Background: an optimization exercise with open tools, aiming at small area, a short achievable clock period and few clock cycles per item. Do not read the settings as production practice. RTL that was checked went through simulation tests only; none was proved equivalent to the original.

==> build 22 <==
## chiptune_sound_generator
module chiptune_sound_generator (
  input  logic        clk,
  input  logic        rst_n,
  input  logic        in_valid,
  output logic        in_stall,
  input  logic [1:0]  in_kind,
  input  logic [1:0]  in_voice,
  input  logic [23:0] in_phase_step,
  input  logic [3:0]  in_noise_rate,
  output logic        out_valid,
  input  logic        out_stall,
  output logic signed [15:0] out_sample,
  input  logic        psel,
  input  logic        penable,
  input  logic        pwrite,
  input  logic [4:0]  paddr,
  input  logic [31:0] pwdata,
  output logic [31:0] prdata,
  output logic        pready
);
Settings: LEC_CHECK=0, ABC_AREA=1, ABC_CLOCK_PERIOD_IN_PS=4000, CAP_MARGIN=20, CORE_MARGIN=2, CORE_UTILIZATION=40, CTS_BUF_LIST=sky130_fd_sc_hd__clkbuf_4 sky130_fd_sc_hd__clkbuf_8, SETUP_SLACK_MARGIN=5, SLEW_MARGIN=20; clock period 10.0 ns.
run.sh (not shown) runs the stock make flow with config.mk's settings and CLKGATE_MAP_FILE= SYNTH_SCRIPT=/design/flow/synth_recipe.tcl, a recipe that flattens the netlist after the stock synthesis.
==> build 50 (differences from build 22) <==
--- a/flow/design.v
+++ b/flow/design.v
@@ -145,21 +145,31 @@
     p_dhi = p_td[18:8] + {1'b0, c_a};
     p_d   = {3'd0, p_dhi, p_td[7:0], 3'd0};
     p_cp = 1'b0;
     p_cm = 1'b0;
     case ({c_a, c_n})
-      14'd671: p_cm = 1'b1;
+      14'd510: p_cp = 1'b1;
       14'd1325: p_cm = 1'b1;
-      14'd1788: p_cm = 1'b1;
+      14'd1915: p_cp = 1'b1;
       14'd2107: p_cp = 1'b1;
+      14'd2379: p_cp = 1'b1;
+      14'd2714: p_cp = 1'b1;
+      14'd2724: p_cp = 1'b1;
+      14'd2779: p_cp = 1'b1;
+      14'd2801: p_cp = 1'b1;
+      14'd2992: p_cp = 1'b1;
+      14'd3098: p_cp = 1'b1;
+      14'd3590: p_cp = 1'b1;
+      14'd3675: p_cp = 1'b1;
+      14'd3747: p_cp = 1'b1;
       14'd3768: p_cm = 1'b1;
-      14'd4779: p_cp = 1'b1;
-      14'd4893: p_cm = 1'b1;
-      14'd5277: p_cm = 1'b1;
+      14'd5642: p_cp = 1'b1;
       14'd5844: p_cp = 1'b1;
+      14'd6849: p_cp = 1'b1;
       14'd6918: p_cm = 1'b1;
       14'd7222: p_cm = 1'b1;
+      14'd7362: p_cm = 1'b1;
       14'd7417: p_cm = 1'b1;
       default: ;
     endcase
   end
   logic [24:0] r0_s, r0_c;
@@ -186,185 +196,185 @@
   logic r10_p, r10_n;
   logic [24:0] r11_s, r11_c;
   logic r11_p, r11_n;
   logic [24:0] r12_s, r12_c;
   logic r12_p, r12_n;
-  csg_div #(.WT(25), .L(22), .T(1)) u_srt0 (.s_in(p_r0s), .c_in(p_r0c), .d_in(p_d),
+  csg_div #(.WT(25), .L(22), .T(2)) u_srt0 (.s_in(p_r0s), .c_in(p_r0c), .d_in(p_d),
     .s_out(r0_s), .c_out(r0_c), .qp(r0_p), .qn(r0_n));
-  csg_div #(.WT(25), .L(22), .T(2)) u_srt1 (.s_in(r0_s), .c_in(r0_c), .d_in(p_d),
-    .s_out(r1_s), .c_out(r1_c), .qp(r1_p), .qn(r1_n));
   logic b0_v, b0_sg, b0_cp, b0_cm;
   logic [4:0] b0_sq;
   logic [24:0] b0_s, b0_c, b0_d;
-  logic [1:0] b0_qp, b0_qn;
+  logic [0:0] b0_qp, b0_qn;
   always_ff @(posedge clk) begin
     if (!rst_n) b0_v <= 1'b0;
     else if (adv) b0_v <= c_v;
   end
   always_ff @(posedge clk) begin
     if (adv) begin
-      b0_s[24:2] <= r1_s[24:2];
-      b0_c[24:2] <= r1_c[24:2];
+      b0_s[24:2] <= r0_s[24:2];
+      b0_c[24:2] <= r0_c[24:2];
       b0_d[21:3] <= p_d[21:3];
       b0_sg <= p_sg;
       b0_sq <= c_s;
       b0_cp <= p_cp;
       b0_cm <= p_cm;
-      b0_qp <= {r0_p, r1_p};
-      b0_qn <= {r0_n, r1_n};
+      b0_qp <= {r0_p};
+      b0_qn <= {r0_n};
     end
   end
   assign b0_s[1:0] = '0;
   assign b0_c[1:0] = '0;
   assign b0_d[24:22] = '0;
   assign b0_d[2:0] = '0;
-  csg_div #(.WT(25), .L(22), .T(3)) u_srt2 (.s_in(b0_s), .c_in(b0_c), .d_in(b0_d),
+  csg_div #(.WT(25), .L(22), .T(3)) u_srt1 (.s_in(b0_s), .c_in(b0_c), .d_in(b0_d),
+    .s_out(r1_s), .c_out(r1_c), .qp(r1_p), .qn(r1_n));
+  csg_div #(.WT(25), .L(22), .T(4)) u_srt2 (.s_in(r1_s), .c_in(r1_c), .d_in(b0_d),
     .s_out(r2_s), .c_out(r2_c), .qp(r2_p), .qn(r2_n));
-  csg_div #(.WT(25), .L(22), .T(4)) u_srt3 (.s_in(r2_s), .c_in(r2_c), .d_in(b0_d),
-    .s_out(r3_s), .c_out(r3_c), .qp(r3_p), .qn(r3_n));
   logic b1_v, b1_sg, b1_cp, b1_cm;
   logic [4:0] b1_sq;
   logic [24:0] b1_s, b1_c, b1_d;
-  logic [3:0] b1_qp, b1_qn;
+  logic [2:0] b1_qp, b1_qn;
   always_ff @(posedge clk) begin
     if (!rst_n) b1_v <= 1'b0;
     else if (adv) b1_v <= b0_v;
   end
   always_ff @(posedge clk) begin
     if (adv) begin
-      b1_s[24:4] <= r3_s[24:4];
-      b1_c[24:4] <= r3_c[24:4];
+      b1_s[24:4] <= r2_s[24:4];
+      b1_c[24:4] <= r2_c[24:4];
       b1_d[21:5] <= b0_d[21:5];
       b1_sg <= b0_sg;
       b1_sq <= b0_sq;
       b1_cp <= b0_cp;
       b1_cm <= b0_cm;
-      b1_qp <= {b0_qp, r2_p, r3_p};
-      b1_qn <= {b0_qn, r2_n, r3_n};
+      b1_qp <= {b0_qp, r1_p, r2_p};
+      b1_qn <= {b0_qn, r1_n, r2_n};
     end
   end
   assign b1_s[3:0] = '0;
   assign b1_c[3:0] = '0;
   assign b1_d[24:22] = '0;
   assign b1_d[4:0] = '0;
-  csg_div #(.WT(25), .L(22), .T(5)) u_srt4 (.s_in(b1_s), .c_in(b1_c), .d_in(b1_d),
+  csg_div #(.WT(25), .L(22), .T(5)) u_srt3 (.s_in(b1_s), .c_in(b1_c), .d_in(b1_d),
+    .s_out(r3_s), .c_out(r3_c), .qp(r3_p), .qn(r3_n));
+  csg_div #(.WT(25), .L(22), .T(6)) u_srt4 (.s_in(r3_s), .c_in(r3_c), .d_in(b1_d),
     .s_out(r4_s), .c_out(r4_c), .qp(r4_p), .qn(r4_n));
-  csg_div #(.WT(25), .L(22), .T(6)) u_srt5 (.s_in(r4_s), .c_in(r4_c), .d_in(b1_d),
-    .s_out(r5_s), .c_out(r5_c), .qp(r5_p), .qn(r5_n));
   logic b2_v, b2_sg, b2_cp, b2_cm;
   logic [4:0] b2_sq;
   logic [24:0] b2_s, b2_c, b2_d;
-  logic [5:0] b2_qp, b2_qn;
+  logic [4:0] b2_qp, b2_qn;
   always_ff @(posedge clk) begin
     if (!rst_n) b2_v <= 1'b0;
     else if (adv) b2_v <= b1_v;
   end
   always_ff @(posedge clk) begin
     if (adv) begin
-      b2_s[24:6] <= r5_s[24:6];
-      b2_c[24:6] <= r5_c[24:6];
+      b2_s[24:6] <= r4_s[24:6];
+      b2_c[24:6] <= r4_c[24:6];
       b2_d[21:7] <= b1_d[21:7];
       b2_sg <= b1_sg;
       b2_sq <= b1_sq;
       b2_cp <= b1_cp;
       b2_cm <= b1_cm;
-      b2_qp <= {b1_qp, r4_p, r5_p};
-      b2_qn <= {b1_qn, r4_n, r5_n};
+      b2_qp <= {b1_qp, r3_p, r4_p};
+      b2_qn <= {b1_qn, r3_n, r4_n};
     end
   end
   assign b2_s[5:0] = '0;
   assign b2_c[5:0] = '0;
   assign b2_d[24:22] = '0;
   assign b2_d[6:0] = '0;
-  csg_div #(.WT(25), .L(22), .T(7)) u_srt6 (.s_in(b2_s), .c_in(b2_c), .d_in(b2_d),
+  csg_div #(.WT(25), .L(22), .T(7)) u_srt5 (.s_in(b2_s), .c_in(b2_c), .d_in(b2_d),
+    .s_out(r5_s), .c_out(r5_c), .qp(r5_p), .qn(r5_n));
+  csg_div #(.WT(25), .L(22), .T(8)) u_srt6 (.s_in(r5_s), .c_in(r5_c), .d_in(b2_d),
     .s_out(r6_s), .c_out(r6_c), .qp(r6_p), .qn(r6_n));
-  csg_div #(.WT(25), .L(22), .T(8)) u_srt7 (.s_in(r6_s), .c_in(r6_c), .d_in(b2_d),
-    .s_out(r7_s), .c_out(r7_c), .qp(r7_p), .qn(r7_n));
   logic b3_v, b3_sg, b3_cp, b3_cm;
   logic [4:0] b3_sq;
   logic [24:0] b3_s, b3_c, b3_d;
-  logic [7:0] b3_qp, b3_qn;
+  logic [6:0] b3_qp, b3_qn;
   always_ff @(posedge clk) begin
     if (!rst_n) b3_v <= 1'b0;
     else if (adv) b3_v <= b2_v;
   end
   always_ff @(posedge clk) begin
     if (adv) begin
-      b3_s[24:8] <= r7_s[24:8];
-      b3_c[24:8] <= r7_c[24:8];
+      b3_s[24:8] <= r6_s[24:8];
+      b3_c[24:8] <= r6_c[24:8];
       b3_d[21:9] <= b2_d[21:9];
       b3_sg <= b2_sg;
       b3_sq <= b2_sq;
       b3_cp <= b2_cp;
       b3_cm <= b2_cm;
-      b3_qp <= {b2_qp, r6_p, r7_p};
-      b3_qn <= {b2_qn, r6_n, r7_n};
+      b3_qp <= {b2_qp, r5_p, r6_p};
+      b3_qn <= {b2_qn, r5_n, r6_n};
     end
   end
   assign b3_s[7:0] = '0;
   assign b3_c[7:0] = '0;
   assign b3_d[24:22] = '0;
   assign b3_d[8:0] = '0;
-  csg_div #(.WT(25), .L(22), .T(9)) u_srt8 (.s_in(b3_s), .c_in(b3_c), .d_in(b3_d),
+  csg_div #(.WT(25), .L(22), .T(9)) u_srt7 (.s_in(b3_s), .c_in(b3_c), .d_in(b3_d),
+    .s_out(r7_s), .c_out(r7_c), .qp(r7_p), .qn(r7_n));
+  csg_div #(.WT(25), .L(22), .T(10)) u_srt8 (.s_in(r7_s), .c_in(r7_c), .d_in(b3_d),
     .s_out(r8_s), .c_out(r8_c), .qp(r8_p), .qn(r8_n));
-  csg_div #(.WT(25), .L(22), .T(10)) u_srt9 (.s_in(r8_s), .c_in(r8_c), .d_in(b3_d),
-    .s_out(r9_s), .c_out(r9_c), .qp(r9_p), .qn(r9_n));
   logic b4_v, b4_sg, b4_cp, b4_cm;
   logic [4:0] b4_sq;
   logic [24:0] b4_s, b4_c, b4_d;
-  logic [9:0] b4_qp, b4_qn;
+  logic [8:0] b4_qp, b4_qn;
   always_ff @(posedge clk) begin
     if (!rst_n) b4_v <= 1'b0;
     else if (adv) b4_v <= b3_v;
   end
   always_ff @(posedge clk) begin
     if (adv) begin
-      b4_s[24:10] <= r9_s[24:10];
-      b4_c[24:10] <= r9_c[24:10];
+      b4_s[24:10] <= r8_s[24:10];
+      b4_c[24:10] <= r8_c[24:10];
       b4_d[21:11] <= b3_d[21:11];
       b4_sg <= b3_sg;
       b4_sq <= b3_sq;
       b4_cp <= b3_cp;
       b4_cm <= b3_cm;
-      b4_qp <= {b3_qp, r8_p, r9_p};
-      b4_qn <= {b3_qn, r8_n, r9_n};
+      b4_qp <= {b3_qp, r7_p, r8_p};
+      b4_qn <= {b3_qn, r7_n, r8_n};
     end
   end
   assign b4_s[9:0] = '0;
   assign b4_c[9:0] = '0;
   assign b4_d[24:22] = '0;
   assign b4_d[10:0] = '0;
-  csg_div #(.WT(25), .L(22), .T(11)) u_srt10 (.s_in(b4_s), .c_in(b4_c), .d_in(b4_d),
+  csg_div #(.WT(25), .L(22), .T(11)) u_srt9 (.s_in(b4_s), .c_in(b4_c), .d_in(b4_d),
+    .s_out(r9_s), .c_out(r9_c), .qp(r9_p), .qn(r9_n));
+  csg_div #(.WT(25), .L(22), .T(12)) u_srt10 (.s_in(r9_s), .c_in(r9_c), .d_in(b4_d),
     .s_out(r10_s), .c_out(r10_c), .qp(r10_p), .qn(r10_n));
-  csg_div #(.WT(25), .L(22), .T(12)) u_srt11 (.s_in(r10_s), .c_in(r10_c), .d_in(b4_d),
-    .s_out(r11_s), .c_out(r11_c), .qp(r11_p), .qn(r11_n));
   logic b5_v, b5_sg, b5_cp, b5_cm;
   logic [4:0] b5_sq;
   logic [24:0] b5_s, b5_c, b5_d;
-  logic [11:0] b5_qp, b5_qn;
+  logic [10:0] b5_qp, b5_qn;
   always_ff @(posedge clk) begin
     if (!rst_n) b5_v <= 1'b0;
     else if (adv) b5_v <= b4_v;
   end
   always_ff @(posedge clk) begin
     if (adv) begin
-      b5_s[24:12] <= r11_s[24:12];
-      b5_c[24:12] <= r11_c[24:12];
+      b5_s[24:12] <= r10_s[24:12];
+      b5_c[24:12] <= r10_c[24:12];
       b5_d[21:13] <= b4_d[21:13];
       b5_sg <= b4_sg;
       b5_sq <= b4_sq;
       b5_cp <= b4_cp;
       b5_cm <= b4_cm;
-      b5_qp <= {b4_qp, r10_p, r11_p};
-      b5_qn <= {b4_qn, r10_n, r11_n};
+      b5_qp <= {b4_qp, r9_p, r10_p};
+      b5_qn <= {b4_qn, r9_n, r10_n};
     end
   end
   assign b5_s[11:0] = '0;
   assign b5_c[11:0] = '0;
   assign b5_d[24:22] = '0;
   assign b5_d[12:0] = '0;
-  csg_div #(.WT(25), .L(22), .T(13)) u_srt12 (.s_in(b5_s), .c_in(b5_c), .d_in(b5_d),
+  csg_div #(.WT(25), .L(22), .T(13)) u_srt11 (.s_in(b5_s), .c_in(b5_c), .d_in(b5_d),
+    .s_out(r11_s), .c_out(r11_c), .qp(r11_p), .qn(r11_n));
+  csg_div #(.WT(25), .L(22), .T(14)) u_srt12 (.s_in(r11_s), .c_in(r11_c), .d_in(b5_d),
     .s_out(r12_s), .c_out(r12_c), .qp(r12_p), .qn(r12_n));
   logic b6_v, b6_sg, b6_cp, b6_cm;
   logic [4:0] b6_sq;
   logic [24:0] b6_s, b6_c, b6_d;
   logic [12:0] b6_qp, b6_qn;
@@ -372,22 +382,22 @@
     if (!rst_n) b6_v <= 1'b0;
     else if (adv) b6_v <= b5_v;
   end
   always_ff @(posedge clk) begin
     if (adv) begin
-      b6_s[24:13] <= r12_s[24:13];
-      b6_c[24:13] <= r12_c[24:13];
+      b6_s[24:14] <= r12_s[24:14];
+      b6_c[24:14] <= r12_c[24:14];
       b6_sg <= b5_sg;
       b6_sq <= b5_sq;
       b6_cp <= b5_cp;
       b6_cm <= b5_cm;
-      b6_qp <= {b5_qp, r12_p};
-      b6_qn <= {b5_qn, r12_n};
+      b6_qp <= {b5_qp, r11_p, r12_p};
+      b6_qn <= {b5_qn, r11_n, r12_n};
     end
   end
-  assign b6_s[12:0] = '0;
-  assign b6_c[12:0] = '0;
+  assign b6_s[13:0] = '0;
+  assign b6_c[13:0] = '0;
   assign b6_d = '0;
   logic [24:0] f_rem;
   logic        f_neg;
   logic [15:0] f_x, f_y, f_ka, f_kb, f_a, f_b, f_p;
   logic [11:0] f_psq;
@@ -529,24 +539,22 @@
   logic        tri_on_r;
   logic [8:0]  env0_r, env1_r, env2_r;
   logic [14:0] nz_shift_r;
   logic [3:0]  nz_rate_r;
   logic [11:0] nz_count_r;
-  logic        o_kv;
-  logic [15:0] o_ks;
   logic        out_valid_r;
   logic signed [15:0] out_sample_r;
   logic [3:0]  prdata_r;
   logic in_acc, cfg_wr, adv, cap;
-  assign in_stall = o_kv;
-  assign in_acc   = in_valid && !o_kv;
+  assign in_stall = out_valid_r && out_stall;
+  assign in_acc   = in_valid && !in_stall;
   assign cap      = in_acc && (in_kind == 2'd0);
   assign pready   = 1'b1;
   assign cfg_wr   = psel && penable && pwrite;
   assign out_valid  = out_valid_r;
   assign out_sample = out_sample_r;
-  assign adv      = !o_kv;
+  assign adv      = !in_stall;
   always_ff @(posedge clk) begin
     if (!rst_n) begin
       duty_a_r   <= 2'd1;
       duty_b_r   <= 2'd2;
       env_per0_r <= 4'd12;
@@ -655,11 +663,10 @@
         end
       endcase
     end
   end
   logic       c_v;
-  logic       o_free;
   logic [4:0] c_s;
   logic [9:0] c_a;
   logic [3:0] c_n;
   logic       c_sg;
   logic [10:0] sg_sum;
@@ -700,22 +707,13 @@
   end
   logic        f_v;
   logic signed [15:0] f_sum;
   csg_mix u_mix (.clk(clk), .rst_n(rst_n), .adv(adv), .c_v(c_v), .c_s(c_s), .c_a(c_a),
                  .c_n(c_n), .c_sg(c_sg), .f_v(f_v), .f_sum(f_sum));
-  assign o_free = !out_valid_r || !out_stall;
   always_ff @(posedge clk) begin
-    if (!rst_n) begin
-      out_valid_r <= 1'b0;
-      o_kv        <= 1'b0;
-    end else if (o_free) begin
-      out_valid_r <= o_kv || f_v;
-      o_kv        <= 1'b0;
-    end else if (adv && f_v) begin
-      o_kv        <= 1'b1;
-    end
+    if (!rst_n)   out_valid_r <= 1'b0;
+    else if (adv) out_valid_r <= f_v;
   end
   always_ff @(posedge clk) begin
-    if (o_free) out_sample_r <= o_kv ? o_ks : f_sum;
-    if (!o_free && adv) o_ks <= f_sum;
+    if (adv) out_sample_r <= f_sum;
   end
 endmodule
Settings changed: CORE_UTILIZATION 40 to 55, HOLD_SLACK_MARGIN set to 0.05.
==> notes <==
Against build 50, the non-clock buffer count of build 22 is higher by 39.
Between build 22 and build 50, the lower hold slack is in build 50 (gap 0.0046 ns).
Of build 50 and build 22, build 22 has the higher area after synthesis (gap 4.2%, measured against build 22).
Die area: build 22 is higher than build 50 (about 43%).
Between build 22 and build 50, the lower global-route usage is in build 22 (gap 6.6 points).
In build 22 the cell count is larger than in build 50, by about 12%.
Register-to-register slack: build 50 is higher than build 22 (0.54 ns).
Build 22 passed the timing, design-rule and antenna checks. Build 50 finished clean.
Testbench counts of build 50, summed over its fixed seeds: cycles 9,670, items 7,530.
No functional check of the RTL was part of build 22.

-- separate check: timing with driven ports --
How much do the figures lean on ideal ports? The routed layouts below were timed once more, with nothing changed but the port constraints. Step 1 sets driving cells, clkbuf_16 on the clock port and buf_2 on the other inputs (assumed; they add their load-dependent delay and slew). Step 2, shift: input delay + t, output delay - t, t = (earliest + latest rising clock arrival at the registers) / 2. This alone moves slack from input paths to output paths. Slacks: ideal / step 1 / step 2; pairs: ideal / step 1.
run | t (ns) | setup WS [ns] | worst hold slack (ns)
build 22 | 0.847 | 4.725 / 4.725 / 4.725 | 0.409 / 0.409 / 0.409
build 50 | 0.834 | 5.144 / 5.113 / 4.811 | 0.404 / 0.404 / 0.404
After both steps every run listed still meets setup and hold. For build 50, which loses most, drivers alone change the setup slack by -0.031 ns; drivers and shift together by -0.333 ns.
